This is an optimization exercise on Yosys and OpenROAD, whose aim is small area, not a production implementation.
In this exercise RTL edits were held to simulation tests only and were not proved equivalent to the original.
Power is estimated from default activity; no workload was simulated. No driver is modelled on the clock port, so clocking that relies on it looks cheaper here than on a real chip.

==> design.v <==
package pcie_app_pkg;
  localparam int DATA_W      = 64;
  localparam int KEEP_W      = DATA_W / 8;
  localparam int REG_ADDR_W  = 10;
  localparam int USER_ADDR_W = 9;
  localparam logic [31:0] DESIGN_ID = 32'hA5E0_0101;
  localparam logic [7:0] FMT_TYPE_MRD32 = 8'h00;
  localparam logic [7:0] FMT_TYPE_MWR32 = 8'h40;
  localparam logic [7:0] FMT_TYPE_CPLD  = 8'h4A;
  typedef union packed {
    struct packed {
      logic [15:0] rid;
      logic [7:0]  tag;
      logic [3:0]  last_be;
      logic [3:0]  first_be;
      logic [7:0]  fmt_type;
      logic        rsvd0;
      logic [2:0]  tc;
      logic [3:0]  rsvd1;
      logic        td;
      logic        ep;
      logic [1:0]  attr;
      logic [1:0]  rsvd2;
      logic [9:0]  length;
    } hdr;
    struct packed {
      logic [31:0] data;
      logic [29:0] addr;
      logic [1:0]  addr_rsvd;
    } ad;
  } tlp_beat_u;
endpackage
`timescale 1ns/100ps
import pcie_app_pkg::*;
module pcie_app
#(
  parameter int NUM_REGS = 16
)
(
  input  logic                   pcie_core_clk_i,
  input  logic                   rst_n_i,
  input  logic                   s_axis_tx_tready_i,
  output logic [DATA_W-1:0]      s_axis_tx_tdata_o,
  output logic [KEEP_W-1:0]      s_axis_tx_tkeep_o,
  output logic                   s_axis_tx_tlast_o,
  output logic                   s_axis_tx_tvalid_o,
  input  logic [DATA_W-1:0]      m_axis_rx_tdata_i,
  input  logic                   m_axis_rx_tlast_i,
  input  logic                   m_axis_rx_tvalid_i,
  output logic                   m_axis_rx_tready_o,
  input  logic [7:0]             cfg_bus_number_i,
  input  logic [4:0]             cfg_device_number_i,
  input  logic [2:0]             cfg_function_number_i,
  output logic [31:0]            user_data_o,
  output logic [USER_ADDR_W-1:0] user_addr_o,
  output logic                   user_wr_req_o,
  input  logic [31:0]            user_data_i,
  input  logic                   user_rd_ack_i,
  output logic                   user_rd_req_o
);
  function automatic int bits_for(input int n);
    bits_for = 1;
    while ((1 << bits_for) < n)
      bits_for++;
  endfunction
  localparam int NR = NUM_REGS - 1;         
  localparam int PW = bits_for(NUM_REGS);   
  localparam logic [2:0] ST_CLR  = 3'd0;   
  localparam logic [2:0] ST_IDLE = 3'd1;   
  localparam logic [2:0] ST_DISC = 3'd2;   
  localparam logic [2:0] ST_WR   = 3'd3;   
  localparam logic [2:0] ST_RD   = 3'd4;   
  localparam logic [2:0] ST_CPL0 = 3'd5;   
  localparam logic [2:0] ST_RDW  = 3'd6;   
  localparam logic [2:0] ST_CPL1 = 3'd7;   
  function automatic logic [31:0] dw_swap(input logic [31:0] dw);
    dw_swap = {dw[7:0], dw[15:8], dw[23:16], dw[31:24]};
  endfunction
  logic [2:0]       st_q;
  logic [PW-1:0]    pos_q;
  logic [PW-1:0]    pos_nxt;
  logic             pos_last;   
  logic [NR*32-1:0] ring_q;
  logic [31:0]      ring_out;
  logic [31:0]      ring_in;
  logic [31:0]      val_q;      
  logic [31:0]      val_src;
  logic [15:0]      rid_q;
  logic [7:0]       tag_q;
  logic [63:0] d;
  logic [9:0]  a;
  logic        vld;
  logic        a_user;
  logic        a_reg;
  logic        a_here;
  logic        hdr_ok;
  logic        wr_now;
  logic        ring_keep;
  logic        sel_cfg;
  logic        sel_usr;
  logic        sel_reg;
  logic        sel_id;
  assign d      = m_axis_rx_tdata_i;
  assign a      = d[11:2];
  assign vld    = m_axis_rx_tvalid_i;
  assign a_user = a[9];
  assign a_reg  = !a[9] && (a != 10'd0) && (a < 10'(NUM_REGS));
  assign a_here = (a[PW-1:0] == pos_q);
  assign hdr_ok = ((d[31:24] == FMT_TYPE_MRD32) || (d[31:24] == FMT_TYPE_MWR32)) &&
                  (d[9:0] == 10'd1);
  assign ring_out = ring_q[NR*32-1 -: 32];
  assign wr_now   = (st_q == ST_WR) && vld && a_reg && a_here;
  assign ring_keep = (st_q != ST_CLR) && !wr_now;
  assign ring_in   = ({32{wr_now}} & dw_swap(d[63:32])) | ({32{ring_keep}} & ring_out);
  generate
    if (NR > 1)
    begin : g_ring
      always_ff @(posedge pcie_core_clk_i)
        ring_q <= {ring_q[NR*32-33:0], ring_in};
    end
    else
    begin : g_word
      always_ff @(posedge pcie_core_clk_i)
        ring_q <= ring_in;
    end
  endgenerate
  generate
    if (NUM_REGS == 16)
    begin : g_lfsr
      assign pos_nxt  = {pos_q[2:0], pos_q[3] ^ pos_q[2]};
      assign pos_last = (pos_q == 4'b1000);
    end
    else
    begin : g_count
      assign pos_nxt  = (pos_q == PW'(NR)) ? PW'(1) : pos_q + PW'(1);
      assign pos_last = (pos_q == PW'(NR));
    end
  endgenerate
  always_ff @(posedge pcie_core_clk_i or negedge rst_n_i)
  begin
    if (!rst_n_i)
    begin
      st_q  <= ST_CLR;
      pos_q <= PW'(1);
    end
    else
    begin
      pos_q <= pos_nxt;
      case (st_q)
        ST_CLR:
          if (pos_last)
            st_q <= ST_IDLE;
        ST_IDLE:
          if (vld && !m_axis_rx_tlast_i)
            st_q <= !hdr_ok ? ST_DISC : d[30] ? ST_WR : ST_RD;
        ST_DISC:
          if (vld && m_axis_rx_tlast_i)
            st_q <= ST_IDLE;
        ST_WR:
          if (vld && (!a_reg || a_here))
            st_q <= ST_IDLE;
        ST_RD:
          if (vld)
            st_q <= ST_CPL0;
        ST_CPL0:
          if (s_axis_tx_tready_i)
            st_q <= ST_RDW;
        ST_RDW:
          if (a_user ? user_rd_ack_i : (!a_reg || a_here))
            st_q <= ST_CPL1;
        ST_CPL1:
          if (s_axis_tx_tready_i)
            st_q <= ST_IDLE;
        default:
          st_q <= ST_IDLE;
      endcase
    end
  end
  assign sel_cfg = (st_q == ST_IDLE);
  assign sel_usr = !sel_cfg && a_user;
  assign sel_reg = !sel_cfg && a_reg;
  assign sel_id  = !sel_cfg && (a == 10'd0);
  assign val_src = ({32{sel_cfg}} & {cfg_bus_number_i, cfg_device_number_i, cfg_function_number_i,
                                     d[22:20], d[13:12], 11'h004}) |
                   ({32{sel_usr}} & dw_swap(user_data_i)) |
                   ({32{sel_reg}} & dw_swap(ring_out)) |
                   ({32{sel_id}}  & dw_swap(DESIGN_ID));
  always_ff @(posedge pcie_core_clk_i)
  begin
    if (st_q == ST_IDLE)
    begin
      rid_q  <= d[63:48];
      tag_q  <= d[47:40];
    end
    if ((st_q == ST_IDLE) || (st_q == ST_RDW))
      val_q <= val_src;
  end
  assign m_axis_rx_tready_o = (st_q == ST_IDLE) || (st_q == ST_DISC) ||
                              ((st_q == ST_WR) && (!vld || !a_reg || a_here)) ||
                              ((st_q == ST_CPL1) && s_axis_tx_tready_i);
  assign user_wr_req_o = (st_q == ST_WR) && vld && a_user;
  assign user_rd_req_o = (st_q == ST_RDW) && a_user;
  assign user_addr_o   = a[USER_ADDR_W-1:0];
  assign user_data_o   = dw_swap(d[63:32]);
  assign s_axis_tx_tvalid_o = (st_q == ST_CPL0) || (st_q == ST_CPL1);
  assign s_axis_tx_tlast_o  = (st_q == ST_CPL1);
  assign s_axis_tx_tkeep_o  = '1;
  assign s_axis_tx_tdata_o  = (st_q == ST_CPL1) ?
    {val_q, rid_q, tag_q, 1'b0, a[4:0], 2'b00} :
    {val_q[31:16], 5'b00000, val_q[10:0],
     FMT_TYPE_CPLD, 1'b0, val_q[15:13], 4'b0000, 2'b00, val_q[12:11], 2'b00, 10'd1};
endmodule
==> flow/run.sh <==
#!/bin/bash
# Standard ORFS layout with smaller port buffers and a leaner clock tree.
set -euo pipefail
export BUFFER_PORTS_ARGS="-buffer_cell sky130_fd_sc_hd__buf_1"
export CTS_ARGS="-sink_clustering_enable -repair_clock_nets -dont_use_dummy_load -buf_list sky130_fd_sc_hd__clkbuf_8 -sink_clustering_size 20 -sink_clustering_max_diameter 60"
export REMOVE_ABC_BUFFERS=1
bash standard.sh > standard.log 2>&1
==> standard.sh <==
#!/bin/bash
# synth_recipe.tcl (not shown) runs the flow's synth.tcl, then flattens the netlist and writes it again
# the make line also repeats each setting of config.mk as NAME=value (left out here)
make -C /OpenROAD-flow-scripts/flow DESIGN_CONFIG=/design/flow/config.mk WORK_HOME=/design/flow/orfs CLKGATE_MAP_FILE= SYNTH_SCRIPT=/design/flow/synth_recipe.tcl "${@:-finish}"
==> config.mk <==
export PLATFORM = sky130hd
export DESIGN_NAME = pcie_app
export DESIGN_NICKNAME = pcie_app
export VERILOG_FILES = /design/flow/design.v
export SDC_FILE = /design/flow/constraint.sdc
export NUM_CORES = 4
export LEC_CHECK = 0
export CAP_MARGIN = 20
export CORE_MARGIN = 2
export CORE_UTILIZATION = 60
export GPL_TIMING_DRIVEN = 0
export SLEW_MARGIN = 20
==> constraint.sdc <==
create_clock -name core_clock -period 4.0 [get_ports {pcie_core_clk_i}]
set_input_delay 0.8000 -clock core_clock [delete_from_list [all_inputs] [get_ports {pcie_core_clk_i}]]
set_output_delay 0.8000 -clock core_clock [all_outputs]
set_load 0.01 [all_outputs]
==> results.json, run 1 <==
{
  "p_leak_nw": 5.65,
  "finalPower_mw": 8.91,
  "grt_start_max_net_pins": 38,
  "reg2reg_depth": 6,
  "comb_power_share": 0.103,
  "drtIter0Drc": 358,
  "setup_viol": 0,
  "antenna_cells": 0,
  "gp_congestion": 0.767,
  "status": "no timing/DRC/antenna violations",
  "num_rows": 54,
  "syn_to_final_growth_pct": 8.14,
  "nFillCells": 1602,
  "place_area_um2": 14200,
  "max_freq_mhz": 277,
  "first_global_vias": 6401,
  "yosysSeqAreaShare": 0.848,
  "internal-power_mw": 6.81,
  "drive_gt1_frac": 0.0552,
  "start_util": 0.616,
  "cp.arrival_ns": 2.81,
  "synthFlopType": "dfxtp_1",
  "hold_viol": 0,
  "hp-class": "input pin to asynchronous set/reset pin",
  "route.detailed.drc": 0,
  "drt_first_pass_iters": 5,
  "critPathMaxFanout": 10,
  "htreeDepth": 1,
  "port_buffers": 218,
  "clock_power_share": 0.236,
  "yosysTopAreaCellShare": 0.711,
  "final_design_area_no_fill_um2": 14600,
  "path_clk_slew_ns": 0.11,
  "synth.area.top_cells": "dfxtp_1 (71%), edfxtp_1 (12%), buf_4 (4.3%), a22o_1 (2.5%), and2_1 (1.2%)",
  "grt_overflow": 0,
  "io-pin-count": 236,
  "slowest_stage": "nor3_1",
  "post-route-min-period_ns": 3.61,
  "wire_per_inst_um": 16.1,
  "switching_share": 0.236,
  "crit_path_cell_trace": "buf_1 > or4_4 > nor3_1 > nand3b_1 > o21ai_0 > nand2_1 > buf_1",
  "synth_edf_count": 56,
  "wl_mm": 20.9,
  "power_density_nw_per_um2": 609,
  "synth_top_area_cell": "dfxtp_1",
  "die_h_um": 154,
  "clkLatencyLatePin_ns": 0.59,
  "synth-async-reset-ratio": 0.0129,
  "syn_area_um2": 13500,
  "antenna_found_initial": 0,
  "setup_slack_ns": 0.394,
  "place_ws_ns": 0.423,
  "cts_tree": "yes",
  "clock-sinks": 543,
  "synthDistinctLibCells": 48,
  "core_um2": 22000,
  "start_kind": "input pin",
  "syn_inst": 848,
  "tightestPinTransition_ns": 0.843,
  "slowest_delay_ns": 0.67,
  "vias_per_cell": 4.89,
  "drv_slew": 0,
  "clk_path_buf_depth": 3,
  "nNetsFinal": 1135,
  "rsz0062_at_grt": "no",
  "setup_tns_ns": 0,
  "slew_headroom": 0.434,
  "cap_violations": 0,
  "grt_pass1_wl_mm": 32.9,
  "pwr-share-seq": 0.661,
  "cts_buffers": 31,
  "postRouteAntennaNets": 0,
  "cp_common_cell": "buf_1",
  "finalCritPeriodShare": 0.902,
  "skew_ns": 0.0491,
  "vias": 6327,
  "cts_root_buf": "clkbuf_8",
  "die_w_um": 154,
  "synth_seq_cells": 543,
  "yosys_warnings": 1,
  "crit_type": "input pin to output pin",
  "critical_path_required_ns": 3.20,
  "avgSynthCellArea_um2": 15.9,
  "switching_power_mw": 2.11,
  "die-area_um2": 23800,
  "dp_hpwl_mm": 13.8,
  "peakVddDrop_uv": 422,
  "post_cts_buffers": 0,
  "grtUsageTotal": 0.175,
  "crit_path_end_kind": "output pin",
  "hold-worst-slack_ns": 0.112
}
==> Yosys cell counts (2+ instances only) <==
cell	count
and2_1	27
buf_2	8
or3_1	2
edfxtp_1	56
a222oi_1	16
nand2_1	17
xnor2_1	4
dfrtp_1	6
clkbuf_1	13
a31oi_1	7
a21oi_1	5
mux2_2	5
nand3b_1	2
nor3_1	4
nor2_1	12
nand2b_1	4
nor2b_1	3
a22o_1	39
dfxtp_1	480
buf_4	78
inv_1	22
o21ai_0	11
conb_1	2
==> layout make-up <==
type / count / area [um2] / area share
inverters: 23 / 87.6 / 0.00599
multi-input cells: 191 / 1350 / 0.0926
flip-flops and latches: 543 / 11500 / 0.784
well taps: 280 / 350 / 0.0240
clock buffers: 31 / 427 / 0.0292
repair buffers: 226 / 938 / 0.0642
==> through the flow <==
stage,std cells,utilization
6_report,1294,0.666
5_1_grt,1294,0.666
4_1_cts,1294,0.666
3_5_place_dp,1263,0.646
3_3_place_gp,1255,0.640
2_1_floorplan,757,-
==> cell usage in the layout, fill, tap and decap left out, types with 2 or more instances in the layout <==
master / instances
nor2b_1: 3
and2_1: 27
xnor2_1: 4
a222oi_1: 16
nor2_4: 2
edfxtp_1: 56
conb_1: 10
clkbuf_8: 31
dfrtp_1: 6
a21oi_1: 5
buf_16: 2
a31oi_1: 7
a22o_1: 39
mux2_2: 5
buf_4: 3
nor2_1: 11
nor3_1: 3
dfxtp_1: 480
buf_6: 2
o21ai_0: 11
or3_1: 2
nand2_1: 16
nand2b_1: 4
nand3b_1: 2
inv_1: 21
buf_1: 218
nor4_4: 2
==> worst paths after layout <==
path                                 startpoint            endpoint  slack [ns]
max                        m_axis_rx_tdata_i[7]  m_axis_rx_tready_o        0.39
min                                     rst_n_i            pos_q[1]        0.11
max reg2reg                             st_q[1]          ring_q[15]        1.38
min reg2reg                         ring_q[310]         ring_q[342]        0.33
max in group asynchronous               rst_n_i            pos_q[0]        3.54
min in group core_clock             ring_q[310]         ring_q[342]        0.33
==> sequential cells by signal, summed over array words and instances (netlist names) <==
name / count
st_q: 3
pos_q: 4
rid_q: 16
val_q: 32
ring_q: 480
tag_q: 8
==> cell families (layout without fill, tap and decap cells) <==
logic type      count (synthesis)  count (layout)  share of synthesized area
flops                         543             543                      0.848
buf+inv                       122             280                     0.0563
compound gates                 86              86                     0.0512
simple gates                   85              85                     0.0364
mux                             5               5                    0.00416
xor+xnor                        4               4                    0.00259
other cells                     2              10                   0.000555
fa+ha+maj                       1               1                   0.000925
==> power by group through the flow <==
stage	Combinational, mW	Sequential (mW)	Clock, mW
6_report	0.916	5.89	2.11
5_1_grt	0.991	5.92	2.40
4_1_cts	0.924	5.89	2.20
3_5_place_dp	0.927	6.01	0
3_3_place_gp	0.781	6.01	0
2_1_floorplan	0.399	6.05	0
==> repair_timing <==
action,in CTS,in global routing
hold buffers,0,0
gates resized for setup,1,0
endpoints found under the setup margin,5,0
==> worst max-delay path: cells and delay by family <==
family,cells,cell delay (ns)
AND/OR/NAND/NOR,4,1.56
AO/OA/AOI/OAI,1,0.22
buffers and inverters,2,0.22
==> routing by layer <==
layer  track usage  up-vias  wire (um)
met5             0        -          0
met4        0.0467        0        425
met3        0.0321       33       1190
met2         0.281      229       9630
met1         0.248     3026       9660
li1              -     3039          -
==> run 2: changes to the inputs <==
--- a/flow/run.sh
+++ b/flow/run.sh
@@ -3,5 +3,4 @@
 set -euo pipefail
 export BUFFER_PORTS_ARGS="-buffer_cell sky130_fd_sc_hd__buf_1"
 export CTS_ARGS="-sink_clustering_enable -repair_clock_nets -dont_use_dummy_load -buf_list sky130_fd_sc_hd__clkbuf_8 -sink_clustering_size 20 -sink_clustering_max_diameter 60"
-export REMOVE_ABC_BUFFERS=1
 bash standard.sh > standard.log 2>&1
==> config.mk (replaced) <==
export PLATFORM = sky130hd
export DESIGN_NAME = pcie_app
export DESIGN_NICKNAME = pcie_app
export VERILOG_FILES = /design/flow/design.v
export SDC_FILE = /design/flow/constraint.sdc
export NUM_CORES = 4
export LEC_CHECK = 0
export CAP_MARGIN = 0
export CORE_MARGIN = 2
export CORE_UTILIZATION = 70
export SLEW_MARGIN = 0
==> run 2 against run 1 <==
Compared with the run above: count of clock-buffer cells in the layout unchanged; via count up 2.3%; combinational power down 7.9%; final cell count decreased by 1.5%; first-iteration DRC count increased by 8.1%; critical path type is now register to output pin.
==> results.json, run 2 <==
{
  "status": "no timing/DRC/antenna violations",
  "crit_path_cell_trace": "and2_1 > nand2_1 > clkinv_1 > buf_4 > mux2_2 > buf_1",
  "port_buffers": 218,
  "peakVddDrop_uv": 415,
  "cp.arrival_ns": 2.60,
  "slowest_delay_ns": 0.52,
  "gp_congestion": 0.864,
  "cts_tree": "yes",
  "vias_per_cell": 5.08,
  "synth-async-reset-ratio": 0.0129,
  "reg2reg_depth": 7,
  "switching_share": 0.237,
  "critical_path_required_ns": 3.20,
  "tightestPinTransition_ns": 0.906,
  "syn_area_um2": 13500,
  "final_common_cell": "dfxtp_1",
  "internal-power_mw": 6.75,
  "num_rows": 50,
  "crit_family": "buffers and inverters",
  "drv_slew": 0,
  "yosysSeqAreaShare": 0.848,
  "final_cells": 1275,
  "finalCritPeriodShare": 0.849,
  "largest_reg_flops": 480,
  "worst-path-buf-inv": 3,
  "start_kind": "register",
  "synth.area.top_cells": "dfxtp_1 (71%), edfxtp_1 (12%), buf_4 (4.3%), a22o_1 (2.5%), and2_1 (1.2%)",
  "largest-register": "ring_q",
  "comb_power_share": 0.095,
  "antenna_found_initial": 2,
  "rsz0062_at_grt": "no",
  "hold-worst-slack_ns": 0.107,
  "crit_path_end_kind": "output pin",
  "synth_top_area_cell": "dfxtp_1",
  "nFillCells": 1132,
  "grt_pass1_wl_mm": 34.1,
  "setup_tns_ns": 0,
  "wire_per_inst_um": 17.5,
  "slew_headroom": 0.394,
  "htreeDepth": 1,
  "clk_path_buf_depth": 3,
  "synth_most_common_cell": "dfxtp_1",
  "reg2reg_from": "st_q[2]",
  "io-pin-count": 236,
  "hp-class": "input pin to asynchronous set/reset pin",
  "slowest_stage": "dfrtp_1",
  "post_cts_buffers": 0,
  "clock-sinks": 543,
  "post-route-min-period_ns": 3.40,
  "power_density_nw_per_um2": 609,
  "skew_ns": 0.0540,
  "crit_type": "register to output pin",
  "drtIter0Drc": 387,
  "postRouteAntennaNets": 0,
  "final-seq-area_um2": 11500,
  "die_h_um": 143,
  "r2r_slack_ns": 1.27,
  "die_w_um": 143,
  "grt_overflow": 0,
  "yosysTopAreaCellShare": 0.711,
  "critPathMaxFanout": 21,
  "grtUsageTotal": 0.216,
  "hold_viol": 0,
  "drive_gt1_frac": 0.0552,
  "post_cts_resized": 0,
  "switching_power_mw": 2.10,
  "syn_to_final_growth_pct": 7.42,
  "nNetsFinal": 1136,
  "antenna_cells": 0,
  "path_clk_slew_ns": 0.11,
  "p_leak_nw": 5.62,
  "vias": 6471,
  "wl_mm": 22.3,
  "cts_buffers": 31,
  "r2r_end": "val_q[21]",
  "synth_common_cells": "dfxtp_1 (480), buf_4 (78), edfxtp_1 (56)",
  "dp_cells": 1244,
  "max_freq_mhz": 294,
  "synth_edf_count": 56,
  "start_util": 0.718,
  "yosys_warnings": 1,
  "core_um2": 18800,
  "clock_power_share": 0.237,
  "synth_seq_cells": 543,
  "syn_inst": 848,
  "route.detailed.drc": 0,
  "cts_hold_buf": 0,
  "drt_first_pass_iters": 5,
  "dp_hpwl_mm": 14.8,
  "multi_input_area_um2": 1340,
  "cap_violations": 0,
  "setup_viol": 0,
  "cts_root_buf": "clkbuf_8",
  "synthDistinctLibCells": 48,
  "grt_start_max_net_pins": 33,
  "die-area_um2": 20400,
  "avgSynthCellArea_um2": 15.9,
  "clkLatencyLatePin_ns": 0.60,
  "final_cell_mix": "dfxtp_1 (480), buf_1 (218), edfxtp_1 (56), a22o_1 (39), clkbuf_8 (31)",
  "reg_top3": "ring_q x480, val_q x32, rid_q x16",
  "first_global_vias": 6574,
  "synthFlopType": "dfxtp_1",
  "pwr-share-seq": 0.667
}
==> run 2: cell counts after synthesis <==
Identical to the previous run, type by type.
==> run 2: how the worst max path moves through the flow <==
stage | startpoint | endpoint | slack [ns] | depth (start not counted)
after detailed placement | m_axis_rx_tdata_i[6] | m_axis_rx_tready_o | 0.90 | 8
after floorplan | m_axis_rx_tdata_i[7] | m_axis_rx_tready_o | 0.99 | 5
after CTS | st_q[0] | s_axis_tx_tdata_o[22] | 0.57 | 6
final | st_q[0] | s_axis_tx_tdata_o[22] | 0.60 | 6
after global placement | m_axis_rx_tdata_i[7] | m_axis_rx_tready_o | 0.92 | 8
after global routing | st_q[0] | s_axis_tx_tdata_o[22] | 0.42 | 6
==> run 2: final cells by class <==
type | instances | area share
Sequential cell | 543 | 0.789
Timing Repair Buffer | 227 | 0.0610
Tap cell | 260 | 0.0224
Clock buffer | 31 | 0.0294
Inverter | 23 | 0.00594
Multi-Input combinational cell | 191 | 0.0919
==> run 2: per-stage QoR <==
stage	worst slack [ns]	util	total power [mW]	instance area (um2)
CTS	0.573	0.771	8.90	14500
global placement	0.917	0.749	6.82	14100
floorplan	0.985	-	6.66	13600
detailed placement	0.903	0.749	6.87	14100
finish	0.603	0.771	8.85	14500
global route	0.420	0.771	9.19	14500
==> run 2: routing by layer <==
metal  up-vias  track usage  part of all wire
li1       3040            -                 -
met3        50       0.0379             0.051
met5         -            0           0.00058
met2       234        0.352              0.47
met1      3145        0.301              0.45
met4         2       0.0688             0.026
==> run 2: cell families (layout without fill, tap and decap cells) <==
logic type,Yosys count,in the layout,synth area share
flip-flops,543,543,0.848
XOR/XNOR,4,4,0.00259
buffers and inverters,122,281,0.0563
AO/OA/AOI/OAI,86,86,0.0512
AND/OR/NAND/NOR,85,85,0.0364
adder cells (fa/ha/maj),1,1,0.000925
other,2,10,0.000555
multiplexers,5,5,0.00416
==> run 2: power groups by stage <==
stage	Sequential (mW)	Combinational, mW	Clock [mW]
2_1_floorplan	5.97	0.688	0
3_3_place_gp	6.01	0.801	0
3_5_place_dp	6.03	0.842	0
4_1_cts	5.90	0.844	2.15
5_1_grt	5.93	0.917	2.35
6_report	5.90	0.844	2.10
==> run 3: changes to the inputs <==
--- a/config.mk
+++ b/config.mk
@@ -7,5 +7,5 @@
 export LEC_CHECK = 0
 export CAP_MARGIN = 0
 export CORE_MARGIN = 2
-export CORE_UTILIZATION = 70
+export CORE_UTILIZATION = 60
 export SLEW_MARGIN = 0
==> run 3 against run 2 <==
Compared with the run above: synthesized cell count unchanged; wire length down 4.6%; die area up 16%; area after synthesis unchanged; clock skew up 0.022 ns; utilization down 11 points; clock power about the same; worst hold slack worse by 0.0094 ns; final cell count up 1.5%; first-iteration DRC count up 1.8%; combinational power down 2%.
==> results.json, run 3 <==
{
  "clock-sinks": 543,
  "die_h_um": 154,
  "path_clk_slew_ns": 0.11,
  "critical_path_required_ns": 3.20,
  "tightestPinTransition_ns": 0.986,
  "grt_overflow": 0,
  "final_cell_mix": "dfxtp_1 (480), buf_1 (218), edfxtp_1 (56), a22o_1 (39), clkbuf_8 (31)",
  "place_area_um2": 14100,
  "crit_path_end_kind": "output pin",
  "largest-register": "ring_q",
  "post_cts_buffers": 0,
  "wire_per_inst_um": 16.5,
  "largest_reg_flops": 480,
  "grtUsageTotal": 0.180,
  "rsz0062_at_grt": "no",
  "clk_path_buf_depth": 3,
  "antenna_found_initial": 0,
  "power_density_nw_per_um2": 608,
  "cts_root_buf": "clkbuf_8",
  "setup_slack_ns": 0.577,
  "synth_edf_count": 56,
  "synthFlopType": "dfxtp_1",
  "grt_pass1_wl_mm": 33.8,
  "clkLatencyLatePin_ns": 0.60,
  "synth-async-reset-ratio": 0.0129,
  "setup_viol": 0,
  "antenna_cells": 0,
  "setup_tns_ns": 0,
  "synth_most_common_cell": "dfxtp_1",
  "critPathMaxFanout": 18,
  "dp_hpwl_mm": 13.7,
  "drt_first_pass_iters": 5,
  "post_cts_resized": 0,
  "start_util": 0.616,
  "crit_type": "register to output pin",
  "syn_area_um2": 13500,
  "vias": 6311,
  "num_rows": 54,
  "core_um2": 22000,
  "final_core_util": 0.663,
  "die_w_um": 154,
  "yosys_warnings": 1,
  "reg2reg_from": "st_q[1]",
  "slew_headroom": 0.341,
  "r2r_end": "val_q[18]",
  "nNetsFinal": 1135,
  "vias_per_cell": 4.88,
  "final_common_cell": "dfxtp_1",
  "synthDistinctLibCells": 48,
  "synth_seq_cells": 543,
  "r2r_slack_ns": 1.36,
  "cap_violations": 0,
  "start_kind": "register",
  "synth_top_area_cell": "dfxtp_1",
  "cts_buffers": 31,
  "route.detailed.drc": 0,
  "hp-class": "input pin to asynchronous set/reset pin",
  "io-pin-count": 236,
  "syn_inst": 848,
  "max_freq_mhz": 292,
  "reg2reg_depth": 7,
  "peakVddDrop_uv": 396,
  "postRouteAntennaNets": 0,
  "gp_congestion": 0.880,
  "skew_ns": 0.0760,
  "grt_start_max_net_pins": 33,
  "cp.arrival_ns": 2.62,
  "first_global_vias": 6387,
  "status": "no timing/DRC/antenna violations",
  "post-route-min-period_ns": 3.42,
  "hold_viol": 0,
  "htreeDepth": 1,
  "synth.area.top_cells": "dfxtp_1 (71%), edfxtp_1 (12%), buf_4 (4.3%), a22o_1 (2.5%), and2_1 (1.2%)",
  "drv_slew": 0,
  "reg_top3": "ring_q x480, val_q x32, rid_q x16",
  "finalPower_mw": 8.85,
  "yosysTopAreaCellShare": 0.711,
  "drive_gt1_frac": 0.0542,
  "p_leak_nw": 5.62,
  "wl_mm": 21.3,
  "drtIter0Drc": 394,
  "cts_tree": "yes",
  "die-area_um2": 23800,
  "syn_to_final_growth_pct": 7.59,
  "finalCritPeriodShare": 0.856,
  "cts_hold_buf": 0,
  "place_ws_ns": 0.892,
  "avgSynthCellArea_um2": 15.9,
  "port_buffers": 218,
  "synth_common_cells": "dfxtp_1 (480), buf_4 (78), edfxtp_1 (56)",
  "final_design_area_no_fill_um2": 14500,
  "yosysSeqAreaShare": 0.848
}
==> run 3: cells by family (layout without fill, tap and decap cells) <==
group,Yosys count,after routing,synth area share
other,2,10,0.000555
buffers and inverters,122,280,0.0563
AND/OR/NAND/NOR,85,85,0.0364
AO/OA/AOI/OAI,86,86,0.0512
XOR/XNOR,4,4,0.00259
adder cells (fa/ha/maj),1,1,0.000925
flip-flops,543,543,0.848
multiplexers,5,5,0.00416
==> run 3: critical path, cell delays in order, from the launching register on <==
cell and delay [ns]:
dfrtp_1 0.51, and2_1 0.26, nand2_1 0.09, clkinv_1 0.48
buf_4 0.41, and2_1 0.19, buf_1 0.13
==> run 3: cell type report <==
cell class,instances,area [um2]
Sequential cell,543,11500
Fill cell,1588,7410
Multi-Input combinational cell,191,1340
Timing Repair Buffer,226,878
Clock buffer,31,427
Tap cell,280,350
Inverter,23,86.3
==> run 3: metal layers <==
| layer | track usage | wire length [um] |
|---|---|---|
| met5 | 0 | 0 |
| met4 | 0.0516 | 511 |
| met3 | 0.0318 | 918 |
| met2 | 0.290 | 9870 |
| met1 | 0.253 | 10000 |
==> run 3: power by group <==
| group | switching [mW] | total [mW] | internal (mW) |
|---|---|---|---|
| Combinational | 0.586 | 0.831 | 0.245 |
| Clock | 1.43 | 2.12 | 0.697 |
| Sequential | 0.0889 | 5.89 | 5.81 |
==> run 3: worst max path at each step <==
stage,start,endpoint,cells past startpoint
6_report,st_q[0],s_axis_tx_tdata_o[47],6
5_1_grt,st_q[0],s_axis_tx_tdata_o[26],6
4_1_cts,st_q[0],s_axis_tx_tdata_o[47],6
3_5_place_dp,m_axis_rx_tdata_i[7],m_axis_rx_tready_o,8
3_3_place_gp,m_axis_rx_tdata_i[7],m_axis_rx_tready_o,8
2_1_floorplan,m_axis_rx_tdata_i[7],m_axis_rx_tready_o,5
==> run 3: stage by stage <==
| step | hold WS [ns] | std cells |
|---|---|---|
| finish | 0.0974 | 1294 |
| global route | 0.0862 | 1294 |
| CTS | 0.0627 | 1294 |
| detailed placement | 0.312 | 1263 |
| global placement | 0.310 | 1263 |
| floorplan | 0.310 | 856 |
==> run 4: changes to the inputs <==
--- a/flow/run.sh
+++ b/flow/run.sh
@@ -3,4 +3,5 @@
 set -euo pipefail
 export BUFFER_PORTS_ARGS="-buffer_cell sky130_fd_sc_hd__buf_1"
 export CTS_ARGS="-sink_clustering_enable -repair_clock_nets -dont_use_dummy_load -buf_list sky130_fd_sc_hd__clkbuf_8 -sink_clustering_size 20 -sink_clustering_max_diameter 60"
+export REMOVE_ABC_BUFFERS=1
 bash standard.sh > standard.log 2>&1
--- a/config.mk
+++ b/config.mk
@@ -8,4 +8,5 @@
 export CAP_MARGIN = 0
 export CORE_MARGIN = 2
 export CORE_UTILIZATION = 60
+export GPL_TIMING_DRIVEN = 0
 export SLEW_MARGIN = 0
==> run 4 against run 3 <==
Compared with the run above: area after synthesis unchanged; wire length up 0.39%; clock power up 5%; sequential power about the same; first-iteration DRC count down 5.1%; worst setup slack worse by 0.26 ns; critical path depth up 1; die area unchanged; still clean.
==> results.json, run 4 <==
{
  "status": "no timing/DRC/antenna violations",
  "internal-power_mw": 6.87,
  "htreeDepth": 2,
  "crit_type": "input pin to output pin",
  "slew_headroom": 0.334,
  "synth_most_common_cell": "dfxtp_1",
  "synth_seq_cells": 543,
  "cap_violations": 0,
  "num_rows": 54,
  "tightestPinTransition_ns": 0.991,
  "drt_first_pass_iters": 5,
  "r2r_end": "ring_q[26]",
  "yosys_warnings": 1,
  "drtIter0Drc": 374,
  "comb_power_share": 0.101,
  "reg_top3": "ring_q x480, val_q x32, rid_q x16",
  "port_buffers": 218,
  "final_common_cell": "dfxtp_1",
  "hold-worst-slack_ns": 0.166,
  "peakVddDrop_uv": 426,
  "syn_inst": 848,
  "start_util": 0.616,
  "crit_path_end_kind": "output pin",
  "wire_per_inst_um": 16.5,
  "cts_root_buf": "clkbuf_8",
  "crit_family": "simple AND/OR/NAND/NOR gates",
  "grt_start_max_net_pins": 38,
  "drv_slew": 0,
  "final_core_util": 0.668,
  "finalCritPeriodShare": 0.921,
  "post-route-min-period_ns": 3.68,
  "io-pin-count": 236,
  "post_cts_buffers": 0,
  "p_leak_nw": 5.66,
  "synth_common_cells": "dfxtp_1 (480), buf_4 (78), edfxtp_1 (56)",
  "first_global_vias": 6489,
  "vias_per_cell": 4.88,
  "dp_hpwl_mm": 13.9,
  "die_h_um": 154,
  "clk_path_buf_depth": 3,
  "vias": 6324,
  "r2r_slack_ns": 1.18,
  "final_cells": 1297,
  "synth.area.top_cells": "dfxtp_1 (71%), edfxtp_1 (12%), buf_4 (4.3%), a22o_1 (2.5%), and2_1 (1.2%)",
  "path_clk_slew_ns": 0.11,
  "slowest_delay_ns": 0.68,
  "syn_area_um2": 13500,
  "largest_reg_flops": 480,
  "hold_viol": 0,
  "die-area_um2": 23800,
  "yosysTopAreaCellShare": 0.711,
  "synth-async-reset-ratio": 0.0129,
  "switching_share": 0.238,
  "grtUsageTotal": 0.180,
  "largest-register": "ring_q",
  "place_ws_ns": 0.346,
  "slowest_stage": "nor3_1",
  "cts_tree": "yes",
  "wl_mm": 21.4,
  "yosysSeqAreaShare": 0.848,
  "final_cell_mix": "dfxtp_1 (480), buf_1 (218), edfxtp_1 (56), a22o_1 (39), clkbuf_8 (34)",
  "synthDistinctLibCells": 48,
  "power_density_nw_per_um2": 615,
  "die_w_um": 154,
  "cp.arrival_ns": 2.88,
  "max_freq_mhz": 271,
  "cp_common_cell": "buf_1",
  "reg2reg_from": "st_q[1]",
  "reg2reg_depth": 6,
  "critPathMaxFanout": 10,
  "hp-class": "input pin to asynchronous set/reset pin",
  "antenna_cells": 0,
  "dp_cells": 1262,
  "drive_gt1_frac": 0.0580,
  "clock_power_share": 0.246,
  "setup_viol": 0,
  "setup_tns_ns": 0,
  "synth_edf_count": 56,
  "clkLatencyLatePin_ns": 0.53,
  "start_kind": "input pin",
  "route.detailed.drc": 0,
  "synth_top_area_cell": "dfxtp_1",
  "setup_slack_ns": 0.316,
  "nNetsFinal": 1138,
  "gp_congestion": 0.767,
  "switching_power_mw": 2.15,
  "cts_buffers": 34,
  "rsz0062_at_grt": "no",
  "grt_pass1_wl_mm": 33.4,
  "worst-path-buf-inv": 2,
  "syn_to_final_growth_pct": 8.42,
  "pwr-share-seq": 0.654,
  "critical_path_required_ns": 3.20,
  "avgSynthCellArea_um2": 15.9,
  "postRouteAntennaNets": 0,
  "crit_path_cell_trace": "buf_1 > or4_4 > nor3_1 > nand3b_1 > o21ai_0 > nand2_1 > buf_1",
  "core_um2": 22000,
  "clock-sinks": 543,
  "synthFlopType": "dfxtp_1",
  "nFillCells": 1601,
  "grt_overflow": 0,
  "skew_ns": 0.0459,
  "antenna_found_initial": 0
}
## run 4: cell counts after synthesis
Identical to the previous run, type by type.
## run 4: how the worst max path moves through the flow
stage / cells after the start / to / from / slack (ns)
final: 7 / m_axis_rx_tready_o / m_axis_rx_tdata_i[7] / 0.32
after global placement: 6 / ring_q[19] / m_axis_rx_tdata_i[7] / -1.40
after detailed placement: 7 / m_axis_rx_tready_o / m_axis_rx_tdata_i[7] / 0.35
after floorplan: 5 / ring_q[0] / m_axis_rx_tdata_i[7] / 0.52
after CTS: 5 / s_axis_tx_tdata_o[21] / st_q[0] / 0.05
after global routing: 7 / m_axis_rx_tready_o / m_axis_rx_tdata_i[7] / 0.07
## run 4: logic make-up after synthesis
group,synth area share
other,0.000555
DFF,0.848
AOI/OAI and AO/OA,0.0512
muxes,0.00416
buffers and inverters,0.0563
adders and majority gates,0.000925
xor gates and xnor gates,0.00259
and+or+nand+nor,0.0364
## run 4: power groups by stage
stage	clock (mW)	combinational (mW)	sequential [mW]
2_1_floorplan	0	0.399	6.05
6_report	2.22	0.907	5.89
5_1_grt	2.49	0.979	5.92
3_3_place_gp	0	0.781	6.01
4_1_cts	2.30	0.911	5.89
3_5_place_dp	0	0.904	6.02
## run 4: layer usage
layer,track usage,vias up,part of all wire
met5,0,-,0
met4,0.0654,0,0.024
met3,0.0355,49,0.054
met2,0.284,226,0.46
met1,0.249,3005,0.46
li1,-,3044,-
## run 4: area by class of cell
cell class / instances / area (um2) / share of cell area
flip-flops and latches: 543 / 11500 / 0.782
repair buffers: 226 / 946 / 0.0645
well taps: 280 / 350 / 0.0239
clock buffers: 34 / 468 / 0.0319
inverters: 23 / 90.1 / 0.00614
multi-input cells: 191 / 1340 / 0.0914
## run 4: what timing repair did
item / 4_1_cts / 5_1_grt
hold buffers: 0 / 0
setup endpoints to repair: 0 / 31
gates resized for setup: 0 / 1
## run 4: per-stage QoR
step	area, um2	power, mW
2_1_floorplan	12900	6.45
4_1_cts	14700	9.11
6_report	14700	9.02
5_1_grt	14700	9.40
3_3_place_gp	14000	6.79
3_5_place_dp	14200	6.92
==> run 5: changes to the inputs <==
==> flow/run.sh (replaced) <==
#!/bin/bash
# Standard ORFS layout with smaller port buffers and a leaner clock tree.
set -euo pipefail
export BUFFER_PORTS_ARGS="-buffer_cell sky130_fd_sc_hd__buf_1"
export CTS_ARGS="-sink_clustering_enable -repair_clock_nets -dont_use_dummy_load -buf_list sky130_fd_sc_hd__clkbuf_16 -sink_clustering_size 36 -sink_clustering_max_diameter 80"
bash standard.sh > standard.log 2>&1
--- a/config.mk
+++ b/config.mk
@@ -8,5 +8,4 @@
 export CAP_MARGIN = 0
 export CORE_MARGIN = 2
 export CORE_UTILIZATION = 60
-export GPL_TIMING_DRIVEN = 0
 export SLEW_MARGIN = 0
==> run 5 against run 4 <==
Compared with the run above: still clean on timing, DRC and antenna; utilization shrank 0.29 points; flip-flop and latch count is the same; clock power increased by 3%; sequential power barely moved; wire length shrank 1.1%; final cell count fell by 1.2%; critical endpoint is now s_axis_tx_tdata_o[47].
==> results.json, run 5 <==
{
  "first_global_vias": 6280,
  "internal-power_mw": 6.92,
  "cp.arrival_ns": 2.62,
  "max_freq_mhz": 293,
  "crit_path_end_kind": "output pin",
  "slowest_stage": "dfrtp_1",
  "syn_to_final_growth_pct": 7.95,
  "vias_per_cell": 4.89,
  "synth_most_common_cell": "dfxtp_1",
  "wire_per_inst_um": 16.5,
  "synth.area.top_cells": "dfxtp_1 (71%), edfxtp_1 (12%), buf_4 (4.3%), a22o_1 (2.5%), and2_1 (1.2%)",
  "drive_gt1_frac": 0.0429,
  "antenna_found_initial": 0,
  "switching_share": 0.232,
  "clk_path_buf_depth": 3,
  "cap_violations": 0,
  "die_w_um": 154,
  "tightestPinTransition_ns": 0.970,
  "grtUsageTotal": 0.177,
  "clock-sinks": 543,
  "grt_overflow": 0,
  "setup_slack_ns": 0.584,
  "gp_congestion": 0.880,
  "grt_pass1_wl_mm": 33.3,
  "start_kind": "register",
  "synthDistinctLibCells": 48,
  "finalCritPeriodShare": 0.854,
  "synth_seq_cells": 543,
  "syn_area_um2": 13500,
  "place_area_um2": 14100,
  "antenna_cells": 0,
  "skew_ns": 0.0399,
  "largest_reg_flops": 480,
  "die-area_um2": 23800,
  "grt_start_max_net_pins": 37,
  "die_h_um": 154,
  "synthFlopType": "dfxtp_1",
  "p_leak_nw": 5.63,
  "critical_path_required_ns": 3.20,
  "core_um2": 22000,
  "post_cts_resized": 0,
  "drtIter0Drc": 439,
  "cp_common_cell": "and2_1",
  "cts_hold_buf": 0,
  "postRouteAntennaNets": 0,
  "nNetsFinal": 1123,
  "synth_common_cells": "dfxtp_1 (480), buf_4 (78), edfxtp_1 (56)",
  "comb_power_share": 0.093,
  "setup_tns_ns": 0,
  "cts_root_buf": "clkbuf_16",
  "peakVddDrop_uv": 421,
  "post_cts_buffers": 0,
  "final_common_cell": "dfxtp_1",
  "io-pin-count": 236,
  "critPathMaxFanout": 18,
  "cts_buffers": 19,
  "yosysSeqAreaShare": 0.848,
  "pwr-share-seq": 0.655,
  "cts_tree": "yes",
  "crit_family": "buffers and inverters",
  "num_rows": 54,
  "slowest_delay_ns": 0.53,
  "largest-register": "ring_q",
  "hp-class": "input pin to asynchronous set/reset pin",
  "crit_path_cell_trace": "and2_1 > nand2_1 > clkinv_1 > buf_4 > and2_1 > buf_1",
  "yosys_warnings": 1,
  "port_buffers": 218,
  "start_util": 0.616,
  "rsz0062_at_grt": "no",
  "hold_viol": 0,
  "reg_top3": "ring_q x480, val_q x32, rid_q x16",
  "crit_type": "register to output pin",
  "status": "no timing/DRC/antenna violations",
  "route.detailed.drc": 0,
  "htreeDepth": 1,
  "synth-async-reset-ratio": 0.0129,
  "final_design_area_no_fill_um2": 14600,
  "drt_first_pass_iters": 5,
  "switching_power_mw": 2.09,
  "yosysTopAreaCellShare": 0.711,
  "slew_headroom": 0.351,
  "worst-path-buf-inv": 3,
  "syn_inst": 848,
  "wl_mm": 21.2,
  "drv_slew": 0,
  "post-route-min-period_ns": 3.42,
  "final_cell_mix": "dfxtp_1 (480), buf_1 (218), edfxtp_1 (56), a22o_1 (39), and2_1 (27)",
  "power_density_nw_per_um2": 617,
  "dp_cells": 1263,
  "synth_top_area_cell": "dfxtp_1",
  "avgSynthCellArea_um2": 15.9,
  "final_cells": 1282,
  "clkLatencyLatePin_ns": 0.53,
  "synth_edf_count": 56,
  "vias": 6273,
  "clock_power_share": 0.253,
  "dp_hpwl_mm": 13.7,
  "path_clk_slew_ns": 0.08,
  "place_ws_ns": 0.892,
  "setup_viol": 0
}
-- run 5: cell type report --
cell class | count | area (um2)
timing repair buffer | 226 | 878
clock buffer | 19 | 475
fill | 1579 | 7360
multi-input combinational | 191 | 1340
tap | 280 | 350
inverter | 23 | 86.3
sequential | 543 | 11500
-- run 5: logic make-up (layout without fill, tap and decap cells) --
group,after synthesis,after routing,synth area share
flops,543,543,0.848
buf+inv,122,268,0.0563
compound gates,86,86,0.0512
simple gates,85,85,0.0364
mux,5,5,0.00416
xor+xnor,4,4,0.00259
other cells,2,10,0.000555
fa+ha+maj,1,1,0.000925
-- run 5: stage by stage --
stage                util  hold slack [ns]  power (mW)
floorplan               -            0.310        6.66
global placement    0.643            0.310        6.81
detailed placement  0.643            0.312        6.86
CTS                 0.665            0.174        9.07
global route        0.665            0.202        9.35
finish              0.665            0.187        9.01
-- run 5: worst paths after layout --
kind | endpoint | from | depth (start not counted) | slack (ns)
min in group core_clock | ring_q[372] | ring_q[340] | 0 | 0.29
hold reg to reg | ring_q[372] | ring_q[340] | 0 | 0.29
hold / removal | pos_q[3] | rst_n_i | 1 | 0.19
setup / recovery | s_axis_tx_tdata_o[47] | st_q[0] | 6 | 0.58
setup reg to reg | val_q[18] | st_q[1] | 7 | 1.34
max in group asynchronous | pos_q[0] | rst_n_i | 1 | 3.51
-- run 5: power groups by stage --
stage | Combinational, mW | Clock, mW | Sequential (mW)
after floorplan | 0.688 | 0 | 5.97
after global placement | 0.801 | 0 | 6.01
after detailed placement | 0.835 | 0 | 6.02
after global routing | 0.917 | 2.51 | 5.92
final | 0.833 | 2.28 | 5.90
after CTS | 0.840 | 2.33 | 5.90
-- run 5: worst register-to-register path: stages, from the launching register on --
cell	delay, ns
dfrtp_1	0.51
nor2_1	0.18
nand2_1	0.30
inv_2	0.60
nor3_2	0.11
buf_4	0.27
a222oi_1	0.37
inv_1	0.10
-- run 5: layer usage --
layer | track usage | up-vias | share of wire
met5 | 0 | - | 0
met4 | 0.0490 | 0 | 0.019
met3 | 0.0248 | 43 | 0.043
met2 | 0.288 | 187 | 0.47
met1 | 0.253 | 3022 | 0.47
li1 | - | 3021 | -
==> run 6: changes to the inputs <==
==> flow/run.sh (replaced) <==
#!/bin/bash
# Standard ORFS layout with smaller port buffers and a leaner clock tree.
set -euo pipefail
export BUFFER_PORTS_ARGS="-buffer_cell sky130_fd_sc_hd__buf_1"
export CTS_ARGS="-sink_clustering_enable -repair_clock_nets -dont_use_dummy_load -buf_list sky130_fd_sc_hd__clkbuf_4 -sink_clustering_size 12 -sink_clustering_max_diameter 40"
bash standard.sh > standard.log 2>&1
==> run 6 against run 5 <==
Compared with the run above: area after synthesis stayed put; die area did not move; total power fell by 2.0%; via count rose by 3.3%; count of clock-buffer cells in the layout up 37; global-route usage is 0.83 points higher; clock skew grew 0.033 ns; clock power is 8% lower; largest cell class unchanged; largest power group unchanged; highest routed layer unchanged.
==> results.json, run 6 <==
{
  "status": "no timing/DRC/antenna violations",
  "cts_tree": "yes",
  "rsz0062_at_grt": "no",
  "synth_common_cells": "dfxtp_1 (480), buf_4 (78), edfxtp_1 (56)",
  "crit_family": "buffers and inverters",
  "grt_start_max_net_pins": 33,
  "slew_headroom": 0.350,
  "start_kind": "register",
  "critPathMaxFanout": 18,
  "clk_path_buf_depth": 3,
  "cts_root_buf": "clkbuf_4",
  "cp_common_cell": "and2_1",
  "wl_mm": 21.6,
  "final_cells": 1324,
  "drv_slew": 0,
  "tightestPinTransition_ns": 0.972,
  "reg_top3": "ring_q x480, val_q x32, rid_q x16",
  "syn_to_final_growth_pct": 7.69,
  "nNetsFinal": 1161,
  "synthFlopType": "dfxtp_1",
  "cts_buffers": 56,
  "skew_ns": 0.0731,
  "post-route-min-period_ns": 3.52,
  "route.detailed.drc": 0,
  "postRouteAntennaNets": 0,
  "yosysTopAreaCellShare": 0.711,
  "post_cts_buffers": 0,
  "largest_reg_flops": 480,
  "worst-path-buf-inv": 3,
  "synth.area.top_cells": "dfxtp_1 (71%), edfxtp_1 (12%), buf_4 (4.3%), a22o_1 (2.5%), and2_1 (1.2%)",
  "vias_per_cell": 4.89,
  "avgSynthCellArea_um2": 15.9,
  "drive_gt1_frac": 0.0769,
  "clkLatencyLatePin_ns": 0.69,
  "cap_violations": 0,
  "io-pin-count": 236,
  "synth_seq_cells": 543,
  "vias": 6477,
  "crit_path_cell_trace": "and2_1 > nand2_1 > clkinv_1 > buf_4 > and2_1 > buf_1",
  "drtIter0Drc": 415,
  "antenna_found_initial": 1,
  "clock-sinks": 543,
  "setup_tns_ns": 0,
  "drt_first_pass_iters": 5,
  "die-area_um2": 23800,
  "slowest_stage": "dfrtp_1",
  "final_common_cell": "dfxtp_1",
  "cp.arrival_ns": 2.72,
  "cts_hold_buf": 1,
  "port_buffers": 218,
  "syn_area_um2": 13500,
  "setup_viol": 0,
  "syn_inst": 848,
  "path_clk_slew_ns": 0.11,
  "gp_congestion": 0.880,
  "grt_overflow": 0,
  "max_freq_mhz": 284,
  "synth_top_area_cell": "dfxtp_1",
  "first_global_vias": 6681,
  "core_um2": 22000,
  "slowest_delay_ns": 0.52,
  "start_util": 0.616,
  "largest-register": "ring_q",
  "hold_viol": 0,
  "yosysSeqAreaShare": 0.848,
  "die_h_um": 154,
  "dp_cells": 1263,
  "p_leak_nw": 5.66,
  "synthDistinctLibCells": 48,
  "critical_path_required_ns": 3.20,
  "grtUsageTotal": 0.185,
  "num_rows": 54,
  "peakVddDrop_uv": 376,
  "wire_per_inst_um": 16.3,
  "finalCritPeriodShare": 0.881,
  "synth-async-reset-ratio": 0.0129,
  "synth_edf_count": 56,
  "power_density_nw_per_um2": 606,
  "die_w_um": 154,
  "yosys_warnings": 1,
  "hp-class": "register to register",
  "grt_pass1_wl_mm": 34.6,
  "crit_type": "register to output pin",
  "dp_hpwl_mm": 13.7,
  "synth_most_common_cell": "dfxtp_1",
  "crit_path_end_kind": "output pin",
  "post_cts_resized": 0,
  "final_cell_mix": "dfxtp_1 (480), buf_1 (218), clkbuf_4 (56), edfxtp_1 (56), a22o_1 (39)",
  "htreeDepth": 2
}
run 6: cell counts after synthesis:
Identical to the previous run, type by type.
run 6: cells by family (layout without fill, tap and decap cells):
family / Yosys count / after routing / share of synthesized area
mux: 5 / 5 / 0.00416
compound gates: 86 / 86 / 0.0512
flops: 543 / 543 / 0.848
buf+inv: 122 / 306 / 0.0563
other cells: 2 / 14 / 0.000555
xor+xnor: 4 / 4 / 0.00259
simple gates: 85 / 85 / 0.0364
fa+ha+maj: 1 / 1 / 0.000925
run 6: path summary, 6_finish.rpt:
check	from	to	slack, ns	cells after the start
setup reg to reg	st_q[1]	val_q[18]	1.35	7
min in group asynchronous	rst_n_i	pos_q[3]	0.60	2
hold / removal	ring_q[250]	ring_q[282]	0.27	0
setup / recovery	st_q[0]	s_axis_tx_tdata_o[47]	0.48	6
max in group asynchronous	rst_n_i	pos_q[0]	3.10	2
hold reg to reg	ring_q[250]	ring_q[282]	0.27	0
run 6: cell type report:
cell class                      instances  area, um2
Timing Repair Buffer                  227        888
Fill cell                            1600       7400
Clock buffer                           56        420
Inverter                               23       86.3
Tap cell                              280        350
Antenna cell                            4       10.0
Sequential cell                       543      11500
Multi-Input combinational cell        191       1340
run 6: per-stage QoR:
stage	setup slack, ns	total power, mW	hold slack (ns)	utilization	cell area, um2
2_1_floorplan	0.985	6.66	0.310	-	13600
3_3_place_gp	0.931	6.81	0.310	0.643	14100
3_5_place_dp	0.892	6.86	0.312	0.643	14100
4_1_cts	0.373	8.94	0.264	0.663	14600
5_1_grt	0.281	9.25	0.260	0.663	14600
6_report	0.477	8.83	0.269	0.663	14600
run 6: layer usage:
metal	vias up	track usage	part of all wire	routed length, um
met2	200	0.295	0.47	10100
met1	3113	0.250	0.46	9880
met5	-	0	0	0
li1	3111	-	-	-
met4	0	0.0721	0.024	511
met3	53	0.0443	0.053	1150
run 6: power by group:
| group | switching, mW | internal, mW | total (mW) |
|---|---|---|---|
| combinational | 0.586 | 0.246 | 0.832 |
| sequential | 0.0881 | 5.81 | 5.89 |
| clock | 1.46 | 0.644 | 2.10 |
| total | 2.13 | 6.70 | 8.83 |
==> run 7: changes to the inputs <==
--- a/design.v
+++ b/design.v
@@ -66,13 +66,13 @@
   localparam int NR = NUM_REGS - 1;         
   localparam int PW = bits_for(NUM_REGS);   
   localparam logic [2:0] ST_CLR  = 3'd0;   
-  localparam logic [2:0] ST_IDLE = 3'd1;   
-  localparam logic [2:0] ST_DISC = 3'd2;   
-  localparam logic [2:0] ST_WR   = 3'd3;   
-  localparam logic [2:0] ST_RD   = 3'd4;   
-  localparam logic [2:0] ST_CPL0 = 3'd5;   
-  localparam logic [2:0] ST_RDW  = 3'd6;   
-  localparam logic [2:0] ST_CPL1 = 3'd7;   
+  localparam logic [2:0] ST_DISC = 3'd1;   
+  localparam logic [2:0] ST_WR   = 3'd2;   
+  localparam logic [2:0] ST_RD   = 3'd3;   
+  localparam logic [2:0] ST_CPL0 = 3'd4;   
+  localparam logic [2:0] ST_CPL1 = 3'd5;   
+  localparam logic [2:0] ST_IDLE = 3'd6;   
+  localparam logic [2:0] ST_RDW  = 3'd7;   
   function automatic logic [31:0] dw_swap(input logic [31:0] dw);
     dw_swap = {dw[7:0], dw[15:8], dw[23:16], dw[31:24]};
   endfunction
==> flow/run.sh (replaced) <==
#!/bin/bash
# Standard ORFS layout with smaller port buffers and a leaner clock tree.
set -euo pipefail
export BUFFER_PORTS_ARGS="-buffer_cell sky130_fd_sc_hd__buf_1"
export CTS_ARGS="-sink_clustering_enable -repair_clock_nets -dont_use_dummy_load -buf_list sky130_fd_sc_hd__clkbuf_8 -tree_buf sky130_fd_sc_hd__clkbuf_4 -sink_clustering_size 20 -sink_clustering_max_diameter 60"
bash standard.sh > standard.log 2>&1
==> run 7 against run 6 <==
Compared with the run above: critical path depth is 1 higher; largest power group unchanged; flip-flop and latch count stayed put; register-to-register slack better by 0.15 ns; highest routed layer unchanged.
==> results.json, run 7 <==
{
  "cap_violations": 0,
  "path_clk_slew_ns": 0.11,
  "vias": 6290,
  "synth.area.top_cells": "dfxtp_1 (71%), edfxtp_1 (12%), buf_4 (4.3%), a22o_1 (2.5%), and2_1 (1.2%)",
  "syn_to_final_growth_pct": 7.88,
  "nFillCells": 1614,
  "gp_congestion": 0.890,
  "wl_mm": 21.8,
  "start_kind": "input pin",
  "drv_slew": 0,
  "setup_tns_ns": 0,
  "vias_per_cell": 4.87,
  "avgSynthCellArea_um2": 16.0,
  "max_freq_mhz": 299,
  "setup_slack_ns": 0.655,
  "dp_hpwl_mm": 13.7,
  "die_h_um": 154,
  "drtIter0Drc": 524,
  "antenna_found_initial": 1,
  "final_cell_mix": "dfxtp_1 (480), buf_1 (218), edfxtp_1 (56), a22o_1 (39), clkbuf_8 (31)",
  "cts_tree": "yes",
  "clk_path_buf_depth": 3,
  "drive_gt1_frac": 0.0564,
  "die-area_um2": 23700,
  "core_um2": 22000,
  "r2r_slack_ns": 1.50,
  "reg_top3": "ring_q x480, val_q x32, rid_q x16",
  "first_global_vias": 6455,
  "crit_path_end_kind": "output pin",
  "r2r_end": "val_q[11]",
  "critPathMaxFanout": 3,
  "port_buffers": 218,
  "cts_hold_buf": 0,
  "hold_viol": 0,
  "synth_top_area_cell": "dfxtp_1",
  "synthFlopType": "dfxtp_1",
  "die_w_um": 154,
  "setup_viol": 0,
  "crit_start": "m_axis_rx_tdata_i[7]",
  "cp.arrival_ns": 2.55,
  "clock-sinks": 543,
  "yosysTopAreaCellShare": 0.714,
  "critical_path_required_ns": 3.20,
  "start_util": 0.613,
  "skew_ns": 0.0774,
  "slew_headroom": 0.428,
  "rsz0062_at_grt": "no",
  "htreeDepth": 1,
  "cts_root_buf": "clkbuf_8",
  "clkLatencyLatePin_ns": 0.61,
  "hp-class": "input pin to asynchronous set/reset pin",
  "grt_start_max_net_pins": 37,
  "yosys_warnings": 1,
  "final_design_area_no_fill_um2": 14500,
  "io-pin-count": 236,
  "status": "no timing/DRC/antenna violations",
  "tightestPinTransition_ns": 0.851,
  "post_cts_resized": 0,
  "peakVddDrop_uv": 373,
  "grt_overflow": 0,
  "post-route-min-period_ns": 3.35,
  "postRouteAntennaNets": 0,
  "wire_per_inst_um": 16.9,
  "route.detailed.drc": 0,
  "crit_end": "m_axis_rx_tready_o",
  "largest-register": "ring_q",
  "place_ws_ns": 0.649,
  "finalCritPeriodShare": 0.836,
  "crit_type": "input pin to output pin",
  "synth_common_cells": "dfxtp_1 (480), buf_4 (78), edfxtp_1 (56)",
  "synth_edf_count": 56,
  "cts_buffers": 31,
  "syn_area_um2": 13500,
  "num_rows": 54,
  "nNetsFinal": 1132,
  "synth-async-reset-ratio": 0.0129,
  "reg2reg_from": "st_q[1]",
  "syn_inst": 840,
  "grtUsageTotal": 0.183,
  "synth_seq_cells": 543,
  "finalPower_mw": 9.19,
  "grt_pass1_wl_mm": 34.3,
  "final_common_cell": "dfxtp_1",
  "hold-worst-slack_ns": 0.124,
  "reg2reg_depth": 8,
  "post_cts_buffers": 0,
  "place_area_um2": 14100,
  "synthDistinctLibCells": 38,
  "synth_most_common_cell": "dfxtp_1",
  "yosysSeqAreaShare": 0.852,
  "p_leak_nw": 5.65,
  "largest_reg_flops": 480,
  "power_density_nw_per_um2": 633,
  "drt_first_pass_iters": 6
}
-- run 7: worst min path at each step --
stage,startpoint,endpoint,slack (ns),cells after the start
finish,rst_n_i,st_q[1],0.12,1
floorplan,ring_q[68],ring_q[100],0.31,0
global placement,ring_q[440],ring_q[472],0.31,0
CTS,rst_n_i,st_q[1],0.09,1
detailed placement,ring_q[36],ring_q[68],0.31,0
global route,rst_n_i,st_q[2],0.09,1
-- run 7: power by group --
part           switching, mW  leakage, nW  internal, mW  total [mW]
registers              0.103         4.49          5.80        5.91
clock network           1.42        0.223         0.697        2.12
logic                  0.791        0.942         0.372        1.16
-- run 7: layer usage --
layer  share of wire  up-vias  global-route usage  routed length [um]
met3           0.052       44              0.0276                1130
met2            0.45      221               0.287                9720
met5               0        -                   0                   0
met4           0.026        0              0.0628                 575
li1                -     3013                   -                   -
met1            0.48     3012               0.265               10400
-- run 7: cell type report --
class / count / area, um2 / area share
timing repair buffer: 229 / 901 / 0.0620
tap: 280 / 350 / 0.0241
sequential: 543 / 11500 / 0.789
multi-input combinational: 182 / 1280 / 0.0883
antenna: 1 / 2.50 / 0.000172
inverter: 26 / 97.6 / 0.00672
clock buffer: 31 / 427 / 0.0294
-- run 7: cell families (layout without fill, tap and decap cells) --
logic type                 after synthesis  after routing  share of synthesized area
other                                    2             11                   0.000558
DFF                                    543            543                      0.852
xor gates and xnor gates                 4              4                    0.00260
AOI/OAI and AO/OA                       87             87                     0.0512
buffers and inverters                  123            286                     0.0566
muxes                                    6              6                    0.00502
and+or+nand+nor                         74             74                     0.0316
adders and majority gates                1              1                   0.000929
-- run 7: worst max-delay path, stage by stage --
cell and delay, ns:
buf_1 0.08, or4_1 0.57, or4_4 0.48, nor2b_1 0.22
nor2b_1 0.16, o22ai_1 0.09, buf_1 0.15
-- run 7: through the flow --
step           instances   util
2_1_floorplan        848      -
3_3_place_gp        1260  0.642
3_5_place_dp        1260  0.642
4_1_cts             1291  0.661
5_1_grt             1292  0.662
6_report            1292  0.662
==> run 8: changes to the inputs <==
==> flow/run.sh (replaced) <==
#!/bin/bash
# Standard ORFS layout with smaller port buffers and a leaner clock tree.
set -euo pipefail
export BUFFER_PORTS_ARGS="-buffer_cell sky130_fd_sc_hd__buf_1"
export CTS_ARGS="-sink_clustering_enable -repair_clock_nets -dont_use_dummy_load -buf_list sky130_fd_sc_hd__clkbuf_8 -sink_clustering_size 20 -sink_clustering_max_diameter 60"
bash standard.sh > standard.log 2>&1
==> run 8 against run 7 <==
Compared with the run above: still clean on timing, DRC and antenna; register-to-register slack is essentially flat; combinational power about the same; critical path depth is the same; die area is the same; first-iteration DRC count unchanged; critical endpoint unchanged; largest power group unchanged; highest routed layer unchanged.
==> results.json, run 8 <==
{
  "status": "no timing/DRC/antenna violations",
  "clkLatencyLatePin_ns": 0.61,
  "syn_to_final_growth_pct": 7.88,
  "vias": 6290,
  "post_cts_buffers": 0,
  "wire_per_inst_um": 16.9,
  "r2r_slack_ns": 1.50,
  "dp_hpwl_mm": 13.7,
  "reg_top3": "ring_q x480, val_q x32, rid_q x16",
  "synthDistinctLibCells": 38,
  "htreeDepth": 1,
  "cts_hold_buf": 0,
  "io-pin-count": 236,
  "port_buffers": 218,
  "yosysSeqAreaShare": 0.852,
  "postRouteAntennaNets": 0,
  "skew_ns": 0.0774,
  "start_util": 0.613,
  "post_cts_resized": 0,
  "tightestPinTransition_ns": 0.851,
  "avgSynthCellArea_um2": 16.0,
  "final_cells": 1292,
  "p_leak_nw": 5.65,
  "power_density_nw_per_um2": 633,
  "drtIter0Drc": 524,
  "setup_viol": 0,
  "largest_reg_flops": 480,
  "grt_pass1_wl_mm": 34.3,
  "synth_most_common_cell": "dfxtp_1",
  "synth_seq_cells": 543,
  "post-route-min-period_ns": 3.35,
  "dp_cells": 1260,
  "die_w_um": 154,
  "syn_area_um2": 13500,
  "final_cell_mix": "dfxtp_1 (480), buf_1 (218), edfxtp_1 (56), a22o_1 (39), clkbuf_8 (31)",
  "rsz0062_at_grt": "no",
  "die_h_um": 154,
  "peakVddDrop_uv": 373,
  "grt_start_max_net_pins": 37,
  "synthFlopType": "dfxtp_1",
  "slowest_delay_ns": 0.57,
  "first_global_vias": 6455,
  "synth.area.top_cells": "dfxtp_1 (71%), edfxtp_1 (12%), buf_4 (4.3%), a22o_1 (2.5%), and2_1 (1.2%)",
  "nFillCells": 1614,
  "die-area_um2": 23700,
  "yosys_warnings": 1,
  "synth_edf_count": 56,
  "crit_path_cell_trace": "buf_1 > or4_1 > or4_4 > nor2b_1 > nor2b_1 > o22ai_1 > buf_1",
  "grtUsageTotal": 0.183,
  "yosysTopAreaCellShare": 0.714,
  "clk_path_buf_depth": 3,
  "crit_family": "simple AND/OR/NAND/NOR gates",
  "cp.arrival_ns": 2.55,
  "vias_per_cell": 4.87,
  "hold_viol": 0,
  "crit_type": "input pin to output pin",
  "setup_tns_ns": 0,
  "drt_first_pass_iters": 6,
  "slew_headroom": 0.428,
  "cts_tree": "yes",
  "multi_input_area_um2": 1280,
  "crit_path_end_kind": "output pin",
  "gp_congestion": 0.890,
  "route.detailed.drc": 0,
  "grt_overflow": 0,
  "syn_inst": 840,
  "synth_common_cells": "dfxtp_1 (480), buf_4 (78), edfxtp_1 (56)",
  "drv_slew": 0,
  "worst-path-buf-inv": 2,
  "antenna_found_initial": 1,
  "hp-class": "input pin to asynchronous set/reset pin",
  "synth-async-reset-ratio": 0.0129,
  "critical_path_required_ns": 3.20,
  "synth_top_area_cell": "dfxtp_1",
  "clock-sinks": 543,
  "drive_gt1_frac": 0.0564,
  "cap_violations": 0,
  "final_common_cell": "dfxtp_1",
  "cts_buffers": 31,
  "finalCritPeriodShare": 0.836,
  "slowest_stage": "or4_1",
  "critPathMaxFanout": 3,
  "cts_root_buf": "clkbuf_8",
  "max_freq_mhz": 299,
  "final-seq-area_um2": 11500,
  "path_clk_slew_ns": 0.11,
  "num_rows": 54,
  "largest-register": "ring_q",
  "wl_mm": 21.8,
  "core_um2": 22000,
  "start_kind": "input pin",
  "nNetsFinal": 1132
}
==> run 8: cell counts after synthesis <==
Identical to the previous run, type by type.
==> run 8: cell families after synthesis <==
family,count (synthesis),synth area share
AO/OA/AOI/OAI,87,0.0512
XOR/XNOR,4,0.00260
adder cells (fa/ha/maj),1,0.000929
buffers and inverters,123,0.0566
flip-flops,543,0.852
multiplexers,6,0.00502
other,2,0.000558
AND/OR/NAND/NOR,74,0.0316
==> run 8: final cells by class <==
| class | count | share of cell area |
|---|---|---|
| Clock buffer | 31 | 0.0294 |
| Antenna cell | 1 | 0.000172 |
| Sequential cell | 543 | 0.789 |
| Timing Repair Buffer | 229 | 0.0620 |
| Inverter | 26 | 0.00672 |
| Tap cell | 280 | 0.0241 |
| Multi-Input combinational cell | 182 | 0.0883 |
==> run 8: worst paths after layout <==
check                                startpoint                 end  cells past startpoint
max in group asynchronous               rst_n_i            pos_q[0]                      1
min in group core_clock             ring_q[339]         ring_q[371]                      0
max                        m_axis_rx_tdata_i[7]  m_axis_rx_tready_o                      7
max reg2reg                             st_q[1]           val_q[11]                      8
min                                     rst_n_i             st_q[1]                      1
min reg2reg                         ring_q[339]         ring_q[371]                      0
==> run 8: per-stage QoR <==
step	cell area, um2	setup slack (ns)	utilization	hold WS (ns)	total power, mW
finish	14500	0.655	0.662	0.124	9.19
CTS	14500	0.652	0.661	0.0913	9.27
global placement	14100	0.693	0.642	0.311	7.16
detailed placement	14100	0.649	0.642	0.312	7.20
floorplan	13500	0.982	-	0.310	6.85
global route	14500	0.595	0.662	0.0947	9.60
==> run 8: routing by layer <==
layer  up-vias  part of all wire  track usage
met3        44             0.052       0.0276
li1       3013                 -            -
met1      3012              0.48        0.265
met2       221              0.45        0.287
met5         -                 0            0
met4         0             0.026       0.0628
==> run 8: power breakdown <==
part / switching [mW] / total (mW) / internal, mW / leakage (nW)
Clock: 1.42 / 2.12 / 0.697 / 0.223
Combinational: 0.791 / 1.16 / 0.372 / 0.942
Sequential: 0.103 / 5.91 / 5.80 / 4.49

## what the ideal ports hide
In the flow no input, the clock included, has a driving cell. The finished layouts below were timed again as built, in two steps. Step 1, drivers: a clkbuf_16 drives pcie_core_clk_i and a buf_2 each remaining input, both assumed. Step 2 also shifts input and output timing later by t, the mid clock arrival at the registers, as if the neighbouring blocks saw the same clock. a / b / c = ideal ports / drivers / drivers and shift; a / b = the first two.
run | t (ns) | setup WS [ns] | worst setup path at the end
run 1 | 0.603 | 0.394 / 0.371 / 0.371 | input to output
run 2 | 0.611 | 0.603 / 0.563 / 0.846 | input to output
run 3 | 0.606 | 0.577 / 0.536 / 0.842 | input to output
run 4 | 0.554 | 0.316 / 0.290 / 0.290 | input to output
run 5 | 0.550 | 0.584 / 0.538 / 0.862 | input to output
run 6 | 0.682 | 0.477 / 0.436 / 0.848 | input to output
run 7 | 0.609 | 0.655 / 0.627 / 0.627 | input to output
run 8 | 0.609 | 0.655 / 0.627 / 0.627 | input to output
After both steps setup and hold are still met in every run listed.
